What follows belongs to an exercise in optimizing a design on an open flow for small area, a short achievable clock period and few clock cycles per item; a production flow would make more cautious choices. Function was checked by simulation only, so behaviour that the tests miss may differ from the original. Power is estimated from default activity; no workload was simulated.

===== flow/config.mk =====
export PLATFORM = sky130hd
export DESIGN_NAME = file_transfer_sector_splitter
export DESIGN_NICKNAME = file_transfer_sector_splitter
export VERILOG_FILES = /design/flow/design.v
export SDC_FILE = /design/flow/constraint.sdc
export NUM_CORES = 4
export LEC_CHECK = 0
export CAP_MARGIN = 20
export CORE_MARGIN = 2
export CORE_UTILIZATION = 40
export SLEW_MARGIN = 20

===== flow/constraint.sdc =====
create_clock -name core_clock -period 5.5 [get_ports {aclk}]
set_input_delay 1.1000 -clock core_clock [delete_from_list [all_inputs] [get_ports {aclk}]]
set_output_delay 1.1000 -clock core_clock [all_outputs]
set_load 0.01 [all_outputs]

===== flow/design.v =====
package ftss_pkg;
    localparam int FTSS_SECTOR_BYTES      = 512;
    localparam int FTSS_FILE_SECTOR_LIMIT = 32;
    localparam int FTSS_QUEUE_DEPTH       = 2;
    localparam int STATUS_W = 3;
    localparam int FILE_W   = 16;
    localparam int OFFSET_W = 9;
    localparam int COUNT_W  = 10;
    localparam int ADDR_W   = 4;
    typedef enum logic [STATUS_W-1:0] {
        ST_CHUNK   = 3'd0,
        ST_EMPTY   = 3'd1,
        ST_NOSPACE = 3'd2,
        ST_BADPOS  = 3'd3,
        ST_ERASED  = 3'd4
    } status_t;
    typedef enum logic [1:0] {
        REG_ERASED = 2'd0,
        REG_SPF    = 2'd1,
        REG_MAIN   = 2'd2,
        REG_BACKUP = 2'd3
    } reg_index_t;
endpackage
import ftss_pkg::*;
module ftss_queue
#(
    parameter int WIDTH = 8,
    parameter int DEPTH = FTSS_QUEUE_DEPTH
) (
    input  logic             aclk,
    input  logic             aresetn,
    input  logic             push,
    input  logic [WIDTH-1:0] push_data,
    output logic             full,
    input  logic             pop,
    output logic             pop_valid,
    output logic [WIDTH-1:0] pop_data
);
    localparam int PTR_W = (DEPTH > 1) ? $clog2(DEPTH) : 1;
    localparam int CNT_W = $clog2(DEPTH + 1);
    logic [WIDTH-1:0] mem_reg [DEPTH];
    logic [PTR_W-1:0] wr_ptr_reg, wr_ptr_next;
    logic [PTR_W-1:0] rd_ptr_reg, rd_ptr_next;
    logic [CNT_W-1:0] count_reg, count_next;
    logic             do_push, do_pop;
    assign full      = (count_reg == CNT_W'(DEPTH));
    assign pop_valid = (count_reg != '0);
    assign pop_data  = mem_reg[rd_ptr_reg];
    assign do_push   = push && !full;
    assign do_pop    = pop && pop_valid;
    always_comb begin
        wr_ptr_next = wr_ptr_reg;
        rd_ptr_next = rd_ptr_reg;
        count_next  = count_reg;
        if (do_push) begin
            wr_ptr_next = (wr_ptr_reg == PTR_W'(DEPTH - 1)) ? '0 : wr_ptr_reg + 1'b1;
        end
        if (do_pop) begin
            rd_ptr_next = (rd_ptr_reg == PTR_W'(DEPTH - 1)) ? '0 : rd_ptr_reg + 1'b1;
        end
        if (do_push && !do_pop) begin
            count_next = count_reg + 1'b1;
        end else if (do_pop && !do_push) begin
            count_next = count_reg - 1'b1;
        end
    end
    always_ff @(posedge aclk) begin
        if (!aresetn) begin
            wr_ptr_reg <= '0;
            rd_ptr_reg <= '0;
            count_reg  <= '0;
        end else begin
            wr_ptr_reg <= wr_ptr_next;
            rd_ptr_reg <= rd_ptr_next;
            count_reg  <= count_next;
        end
    end
    always_ff @(posedge aclk) begin
        if (do_push) begin
            mem_reg[wr_ptr_reg] <= push_data;
        end
    end
endmodule
import ftss_pkg::*;
module ftss_front
#(
    parameter int SECTOR_BYTES      = FTSS_SECTOR_BYTES,
    parameter int FILE_SECTOR_LIMIT = FTSS_FILE_SECTOR_LIMIT,
    parameter int ENTRY_W           = 8
) (
    input  logic               s_valid,
    output logic               s_ready,
    input  logic               s_req_type,
    input  logic [FILE_W-1:0]  s_file_index,
    input  logic signed [31:0] s_position,
    input  logic [31:0]        s_transfer_length,
    input  logic               erased,
    input  logic [5:0]         sectors_per_file,
    input  logic               q_full,
    output logic               q_push,
    output logic [ENTRY_W-1:0] q_entry
);
    localparam int SB_W  = $clog2(SECTOR_BYTES);
    localparam int SPF_W = $clog2(FILE_SECTOR_LIMIT + 1);
    localparam int FS_W  = SB_W + SPF_W;
    logic [SPF_W-1:0] spf_eff;
    logic [31:0]      fsize, pos_u, remain, len_eff;
    logic [STATUS_W-1:0] status;
    always_comb begin
        spf_eff = (32'(sectors_per_file) > 32'(FILE_SECTOR_LIMIT))
                ? SPF_W'(FILE_SECTOR_LIMIT) : SPF_W'(sectors_per_file);
        fsize   = 32'(spf_eff) << SB_W;
        pos_u   = {1'b0, s_position[30:0]};
        remain  = fsize - pos_u;
        len_eff = (s_transfer_length < remain) ? s_transfer_length : remain;
        if (erased) begin
            status = ST_ERASED;
        end else if (s_position[31]) begin
            status = ST_BADPOS;
        end else if (pos_u >= fsize) begin
            status = s_req_type ? ST_NOSPACE : ST_EMPTY;
        end else if (len_eff == '0) begin
            status = ST_EMPTY;
        end else begin
            status = ST_CHUNK;
        end
    end
    assign s_ready = !q_full;
    assign q_push  = s_valid && !q_full;
    assign q_entry = {status, s_file_index, spf_eff, FS_W'(pos_u), FS_W'(len_eff)};
endmodule
import ftss_pkg::*;
module ftss_back
#(
    parameter int SECTOR_BYTES      = FTSS_SECTOR_BYTES,
    parameter int FILE_SECTOR_LIMIT = FTSS_FILE_SECTOR_LIMIT,
    parameter int ENTRY_W           = 8
) (
    input  logic                aclk,
    input  logic                aresetn,
    input  logic                q_valid,
    input  logic [ENTRY_W-1:0]  q_entry,
    output logic                q_pop,
    input  logic [31:0]         main_super_sector,
    input  logic [31:0]         backup_super_sector,
    output logic                m_valid,
    input  logic                m_ready,
    output logic [STATUS_W-1:0] m_status,
    output logic [31:0]         m_physical_sector,
    output logic [OFFSET_W-1:0] m_sector_offset,
    output logic [COUNT_W-1:0]  m_chunk_bytes,
    output logic                m_last
);
    localparam int SB_W  = $clog2(SECTOR_BYTES);
    localparam int SPF_W = $clog2(FILE_SECTOR_LIMIT + 1);
    localparam int FS_W  = SB_W + SPF_W;
    typedef enum logic [3:0] {
        BK_IDLE = 4'b0001,
        BK_MUL  = 4'b0010,
        BK_ADD  = 4'b0100,
        BK_RUN  = 4'b1000
    } back_state_t;
    back_state_t        state_reg, state_next;
    logic [FILE_W-1:0]  file_reg, file_next;
    logic [SPF_W-1:0]   spf_reg, spf_next;
    logic [FS_W-1:0]    pos_reg, pos_next;
    logic [FS_W-1:0]    len_reg, len_next;
    logic [31:0]        sec_reg, sec_next;
    logic [31:0]        lo_reg, lo_next;
    logic [31:0]        hi_reg, hi_next;
    logic                out_valid_reg, out_valid_next;
    logic [STATUS_W-1:0] out_status_reg, out_status_next;
    logic [31:0]         out_sector_reg, out_sector_next;
    logic [OFFSET_W-1:0] out_offset_reg, out_offset_next;
    logic [COUNT_W-1:0]  out_count_reg, out_count_next;
    logic                out_last_reg, out_last_next;
    logic [STATUS_W-1:0] q_status;
    logic [FILE_W-1:0]   q_file;
    logic [SPF_W-1:0]    q_spf;
    logic [FS_W-1:0]     q_pos, q_len;
    logic                out_free;
    logic [SB_W-1:0]     off;
    logic [SB_W:0]       room, cnt;
    logic                ge_lo, ge_hi0, ge_hi1;
    logic [1:0]          bump;
    assign {q_status, q_file, q_spf, q_pos, q_len} = q_entry;
    assign out_free = !out_valid_reg || m_ready;
    always_comb begin
        off    = pos_reg[SB_W-1:0];
        room   = (SB_W+1)'(SECTOR_BYTES) - {1'b0, off};
        cnt    = (len_reg < FS_W'(room)) ? (SB_W+1)'(len_reg) : room;
        ge_lo  = sec_reg >= lo_reg;
        ge_hi0 = sec_reg >= hi_reg;
        ge_hi1 = ({1'b0, sec_reg} + 33'd1) >= {1'b0, hi_reg};
        bump   = {1'b0, ge_lo} + {1'b0, (ge_lo ? ge_hi1 : ge_hi0)};
    end
    always_comb begin
        state_next      = state_reg;
        file_next       = file_reg;
        spf_next        = spf_reg;
        pos_next        = pos_reg;
        len_next        = len_reg;
        sec_next        = sec_reg;
        lo_next         = lo_reg;
        hi_next         = hi_reg;
        out_valid_next  = out_valid_reg && !m_ready;
        out_status_next = out_status_reg;
        out_sector_next = out_sector_reg;
        out_offset_next = out_offset_reg;
        out_count_next  = out_count_reg;
        out_last_next   = out_last_reg;
        q_pop           = 1'b0;
        unique case (state_reg)
            BK_IDLE: begin
                if (q_valid && out_free) begin
                    q_pop = 1'b1;
                    if (q_status != ST_CHUNK) begin
                        out_valid_next  = 1'b1;
                        out_status_next = q_status;
                        out_sector_next = '0;
                        out_offset_next = '0;
                        out_count_next  = '0;
                        out_last_next   = 1'b1;
                    end else begin
                        file_next  = q_file;
                        spf_next   = q_spf;
                        pos_next   = q_pos;
                        len_next   = q_len;
                        lo_next    = (main_super_sector < backup_super_sector)
                                   ? main_super_sector : backup_super_sector;
                        hi_next    = (main_super_sector < backup_super_sector)
                                   ? backup_super_sector : main_super_sector;
                        state_next = BK_MUL;
                    end
                end
            end
            BK_MUL: begin
                sec_next   = 32'(file_reg) * 32'(spf_reg);
                state_next = BK_ADD;
            end
            BK_ADD: begin
                sec_next   = sec_reg + 32'(pos_reg >> SB_W);
                state_next = BK_RUN;
            end
            BK_RUN: begin
                if (out_free) begin
                    out_valid_next  = 1'b1;
                    out_status_next = ST_CHUNK;
                    out_sector_next = sec_reg + 32'(bump);
                    out_offset_next = OFFSET_W'(off);
                    out_count_next  = COUNT_W'(cnt);
                    len_next        = len_reg - FS_W'(cnt);
                    pos_next        = pos_reg + FS_W'(cnt);
                    sec_next        = sec_reg + 32'd1;
                    out_last_next   = (len_next == '0);
                    if (len_next == '0) begin
                        state_next = BK_IDLE;
                    end
                end
            end
            default: begin
                state_next = BK_IDLE;
            end
        endcase
    end
    always_ff @(posedge aclk) begin
        if (!aresetn) begin
            state_reg     <= BK_IDLE;
            out_valid_reg <= 1'b0;
        end else begin
            state_reg     <= state_next;
            out_valid_reg <= out_valid_next;
        end
    end
    always_ff @(posedge aclk) begin
        file_reg       <= file_next;
        spf_reg        <= spf_next;
        pos_reg        <= pos_next;
        len_reg        <= len_next;
        sec_reg        <= sec_next;
        lo_reg         <= lo_next;
        hi_reg         <= hi_next;
        out_status_reg <= out_status_next;
        out_sector_reg <= out_sector_next;
        out_offset_reg <= out_offset_next;
        out_count_reg  <= out_count_next;
        out_last_reg   <= out_last_next;
    end
    assign m_valid           = out_valid_reg;
    assign m_status          = out_status_reg;
    assign m_physical_sector = out_sector_reg;
    assign m_sector_offset   = out_offset_reg;
    assign m_chunk_bytes     = out_count_reg;
    assign m_last            = out_last_reg;
endmodule
import ftss_pkg::*;
module file_transfer_sector_splitter
#(
    parameter int SECTOR_BYTES      = FTSS_SECTOR_BYTES,
    parameter int FILE_SECTOR_LIMIT = FTSS_FILE_SECTOR_LIMIT
) (
    input  logic                aclk,
    input  logic                aresetn,
    input  logic                psel,
    input  logic                penable,
    input  logic                pwrite,
    input  logic [ADDR_W-1:0]   paddr,
    input  logic [31:0]         pwdata,
    output logic [31:0]         prdata,
    output logic                pready,
    input  logic                s_valid,
    output logic                s_ready,
    input  logic                s_req_type,
    input  logic [FILE_W-1:0]   s_file_index,
    input  logic signed [31:0]  s_position,
    input  logic [31:0]         s_transfer_length,
    output logic                m_valid,
    input  logic                m_ready,
    output logic [STATUS_W-1:0] m_status,
    output logic [31:0]         m_physical_sector,
    output logic [OFFSET_W-1:0] m_sector_offset,
    output logic [COUNT_W-1:0]  m_chunk_bytes,
    output logic                m_last
);
    localparam int SB_W    = $clog2(SECTOR_BYTES);
    localparam int SPF_W   = $clog2(FILE_SECTOR_LIMIT + 1);
    localparam int FS_W    = SB_W + SPF_W;
    localparam int ENTRY_W = STATUS_W + FILE_W + SPF_W + 2 * FS_W;
    logic        erased_reg;
    logic [5:0]  spf_reg;
    logic [31:0] main_reg;
    logic [31:0] backup_reg;
    logic        cfg_write;
    logic [1:0]  cfg_index;
    logic               q_full, q_push, q_pop, q_valid;
    logic [ENTRY_W-1:0] q_in, q_out;
    assign pready    = 1'b1;
    assign cfg_write = psel && penable && pwrite;
    assign cfg_index = paddr[3:2];
    always_ff @(posedge aclk) begin
        if (!aresetn) begin
            erased_reg <= 1'b0;
            spf_reg    <= 6'd1;
            main_reg   <= 32'd0;
            backup_reg <= 32'd1;
        end else if (cfg_write) begin
            unique case (cfg_index)
                REG_ERASED: erased_reg <= pwdata[0];
                REG_SPF:    spf_reg    <= pwdata[5:0];
                REG_MAIN:   main_reg   <= pwdata;
                REG_BACKUP: backup_reg <= pwdata;
                default:    erased_reg <= erased_reg;
            endcase
        end
    end
    always_comb begin
        unique case (cfg_index)
            REG_ERASED: prdata = {31'd0, erased_reg};
            REG_SPF:    prdata = {26'd0, spf_reg};
            REG_MAIN:   prdata = main_reg;
            REG_BACKUP: prdata = backup_reg;
            default:    prdata = '0;
        endcase
    end
    ftss_front #(
        .SECTOR_BYTES      (SECTOR_BYTES),
        .FILE_SECTOR_LIMIT (FILE_SECTOR_LIMIT),
        .ENTRY_W           (ENTRY_W)
    ) u_front (
        .s_valid           (s_valid),
        .s_ready           (s_ready),
        .s_req_type        (s_req_type),
        .s_file_index      (s_file_index),
        .s_position        (s_position),
        .s_transfer_length (s_transfer_length),
        .erased            (erased_reg),
        .sectors_per_file  (spf_reg),
        .q_full            (q_full),
        .q_push            (q_push),
        .q_entry           (q_in)
    );
    ftss_queue #(
        .WIDTH (ENTRY_W),
        .DEPTH (FTSS_QUEUE_DEPTH)
    ) u_queue (
        .aclk      (aclk),
        .aresetn   (aresetn),
        .push      (q_push),
        .push_data (q_in),
        .full      (q_full),
        .pop       (q_pop),
        .pop_valid (q_valid),
        .pop_data  (q_out)
    );
    ftss_back #(
        .SECTOR_BYTES      (SECTOR_BYTES),
        .FILE_SECTOR_LIMIT (FILE_SECTOR_LIMIT),
        .ENTRY_W           (ENTRY_W)
    ) u_back (
        .aclk                (aclk),
        .aresetn             (aresetn),
        .q_valid             (q_valid),
        .q_entry             (q_out),
        .q_pop               (q_pop),
        .main_super_sector   (main_reg),
        .backup_super_sector (backup_reg),
        .m_valid             (m_valid),
        .m_ready             (m_ready),
        .m_status            (m_status),
        .m_physical_sector   (m_physical_sector),
        .m_sector_offset     (m_sector_offset),
        .m_chunk_bytes       (m_chunk_bytes),
        .m_last              (m_last)
    );
endmodule

===== flow/run.sh =====
#!/bin/bash
# synth_recipe.tcl (not shown) runs the flow's synth.tcl, then flattens the netlist and writes it again
# the make line also repeats each setting of config.mk as NAME=value (left out here)
make -C /OpenROAD-flow-scripts/flow DESIGN_CONFIG=/design/flow/config.mk WORK_HOME=/design/flow/orfs CLKGATE_MAP_FILE= SYNTH_SCRIPT=/design/flow/synth_recipe.tcl finish

==> results.txt <==
## metrics by stage
step                      TNS, ns  utilization, %  cell area [µm²]  total power [µW]
after floorplan                 0               -            26300              5840
after global placement      -5.79            46.9            30700              6930
after detailed placement   -13.11            46.9            30700              6990
after CTS                       0            49.1            32100              9880
after global routing            0            49.4            32300             10300
final                           0            49.4            32300              9770
## cells in the final DEF, fill, tap and decap left out, types with 7 or more instances in the layout
master             n
or3_1             25
nand2b_1          21
clkdlybuf4s50_1  208
dfxtp_1           80
o21a_1            17
clkbuf_16         45
clkbuf_1          14
buf_4            202
clkinv_2           7
nand4_1           37
nor2b_1           68
a21boi_0          66
fa_1              61
xor2_1            72
inv_1            222
a21o_1            46
o21ai_0           84
a2111oi_0          7
o211ai_1          11
nor4_1            26
a211oi_1          22
a21oi_1           95
mux2_2           106
o31ai_1            7
or2_2              8
and3_1            28
nor3_1            35
ha_1             233
nor2_1           122
nand3_1           36
xnor2_1           77
nand2_1          315
and2_1            32
edfxtp_1         313
mux2i_1           67
## final timing paths
kind | from | endpoint
max reg2reg | u_back.pos_reg[2]$_DFFE_PP_ | u_back.pos_reg[9]$_DFFE_PP_
min | spf_reg[0]$_SDFFE_PN1P_ | spf_reg[0]$_SDFFE_PN1P_
max | s_position[9] | u_queue.mem_reg[0][14]$_DFFE_PP_
min reg2reg | spf_reg[0]$_SDFFE_PN1P_ | spf_reg[0]$_SDFFE_PN1P_
## metal layers
metal	track usage (%)	routed length [µm]	up-vias
li1	-	-	9812
met1	26.5	30700	9725
met2	34.9	33400	362
met3	3.38	3060	90
met4	4.79	1320	4
met5	0	23	-
## cell families after synthesis
kind of cell | synth area share, %
xor gates and xnor gates | 4.96
other | 0.0143
adders and majority gates | 15.8
DFF | 41.9
buffers and inverters | 4.70
AOI/OAI and AO/OA | 10.5
muxes | 7.29
and+or+nand+nor | 14.9
## worst max-delay path, stage by stage
cell	delay, ns
clkdlybuf4s50_1	0.54
inv_1	0.06
ha_1	0.31
nor3b_1	0.37
and4_1	0.30
nand4_1	0.16
a21oi_1	0.22
buf_4	0.16
nor2b_1	0.24
nand3_1	0.13
xnor2_1	0.15
ha_1	0.29
nand4_1	0.15
nor2_1	0.29
o311ai_1	0.22
nand3_1	0.19
buf_4	0.27
mux2_2	0.39
## where the power goes
part           switching, µW  leakage (µW)  internal (µW)
sequential               161       0.00359           3780
combinational           1610       0.00879           1370
clock                   1190      0.000666           1660
total                   2960        0.0130           6800
## repair_timing
| item | in CTS | in global routing |
|---|---|---|
| resized for setup | 12 | 31 |
| setup endpoints to repair | 36 | 37 |
| buffers inserted | 0 | 2 |
| hold endpoints to repair | 0 | 0 |
| pin swaps | 0 | 9 |
## area by class of cell
class                      count  area share, %
inverter                     222           2.58
clock buffer                  60           3.69
clock inverter                20          0.558
tap                          864           3.35
multi-input combinational   1847           44.3
sequential                   394           34.2
timing repair buffer         416           11.4
==> impl_metrics.tcl <==
set metrics [dict create \
    status "timing/DRC/antenna clean" \
    cap_violations 0 \
    hold_slack_ns 0.504 \
    synthCells 2566 \
    seqCellArea_um2 11000 \
    synth.most_common_cell "nand2_1" \
    final-max-slew-violation-count 0 \
    drcViolationCount 0 \
    synth_largest_area_cell "edfxtp_1" \
    worstMarginPinSlew_ns 1.05 \
    n_antenna_cell 0 \
    synthTopCellsByArea "edfxtp_1 36%, ha_1 11%, dfxtp_1 6.2%, fa_1 4.6%, mux2_2 4.5%" \
    synth.top_cell.area_share_pct 35.7 \
    ir_worst_vdd_mv 0.234 \
    yosys-top-cells-count "316 x nand2_1, 313 x edfxtp_1, 234 x ha_1, 222 x inv_1, 130 x nor2_1" \
    grt_pass1_vias 20500 \
    end_kind "flip-flop" \
    start_kind "primary input" \
    reg2reg_slack_ns 0.33 \
    grt_antenna_before_repair 2 \
    crit_type "in -> reg" \
    setup_viol 0 \
    fmax_ghz 0.191 \
    track_usage_pct 20.2 \
    nets 3344 \
    place_ws_ns -0.306 \
    cts_root_buf "clkbuf_16" \
    hold-path-cell-count 2 \
    ys.flop_type "edfxtp_1" \
    largest_register_ffs 110 \
    fin_cells 3823 \
    place.gp.congestion 0.879 \
    grt_pass1_wl_um 110000 \
    layout-drive-gt1-share_pct 14.8 \
    ys_seq_area_share_pct 41.9 \
    cts_sinks 394 \
    avgSynthCellArea_um2 10.3 \
    hold_buffers 0 \
    period_share_pct 94.9 \
    clock_latency_ns 0.58 \
    cts_buffer_depth 3 \
    worst_ep_arrival_time_ns 5.53 \
    fin_ws_ns 0.278 \
    grt_max_degree 82 \
    cts_inserted_buffers 44 \
    maxSlewHeadroom_pct 28.6 \
    std_cell_rows 94 \
    synthArstFlopShare_pct 0 \
    path_max_fanout 15 \
    worst-endpoint-required_ns 5.81 \
    ys_types 69 \
    period_needed_ns 5.22 \
    finalClockSkew_ns 0.0236 \
    p_leak_uw 0.0130 \
    finalHoldViolations 0 \
    num_io_pins 214 \
    dr.first_iter.drc_count 1123 \
    fillerInstances 6038 \
    yosys_warnings 4 \
    final_antenna_net_count 0 \
    die_w_um 260 \
    hpwl_um 53100 \
    vias 20000 \
    synth_nets 2985 \
    syn_to_final_growth_pct 22.7 \
    synth-edff-count 313 \
    cts_tree "built" \
    wl_um 68500 \
    ys_ff_latch 394 \
    avgRoutedWirePerCell_um 17.9 \
    overflow 0 \
    initial_core_util_pct 40.2 \
    rr_worst_depth 23 \
    io_buffers 210 \
    cts.clk_slew.worst_paths_ns 0.06 \
    vias_per_cell 5.23 \
    rsz0062_at_grt "false" \
    first_pass_iters 5 \
    dieArea_um2 67800 \
    syn_area_um2 26300 \
    hp-class "reg -> reg" \
    die_y_um 260 \
    htreeDepth 2 \
    p_per_area_nw_per_um2 303 \
    multi_input_area_um2 14300 \
    core_um2 65400 \
    dp_cells 3740 \
]
Testbench counts, summed over its fixed seeds: cycles 81,035, requests 12,000.

==> re-timing with driven ports <==
In the flow no input, the clock included, has a driving cell. The finished layout below was timed again as built, in two steps. Step 1 sets driving cells, clkbuf_16 on the clock port and buf_2 on the other inputs (assumed; they add their load-dependent delay and slew). Step 2, shift: input delay + t, output delay - t, t = (earliest + latest rising clock arrival at the registers) / 2. This alone moves slack from input paths to output paths. Slacks: ideal ports / drivers / drivers and shift; pairs: ideal ports / drivers.
t (ns): 0.619
setup WS [ns]: 0.278 / 0.307 / -0.311
worst setup path after step 2: input to register
With both steps, setup timing fails in this run, where it was met with ideal ports. The setup slack of this run moves by +0.029 ns with the drivers and by -0.589 ns with both steps.
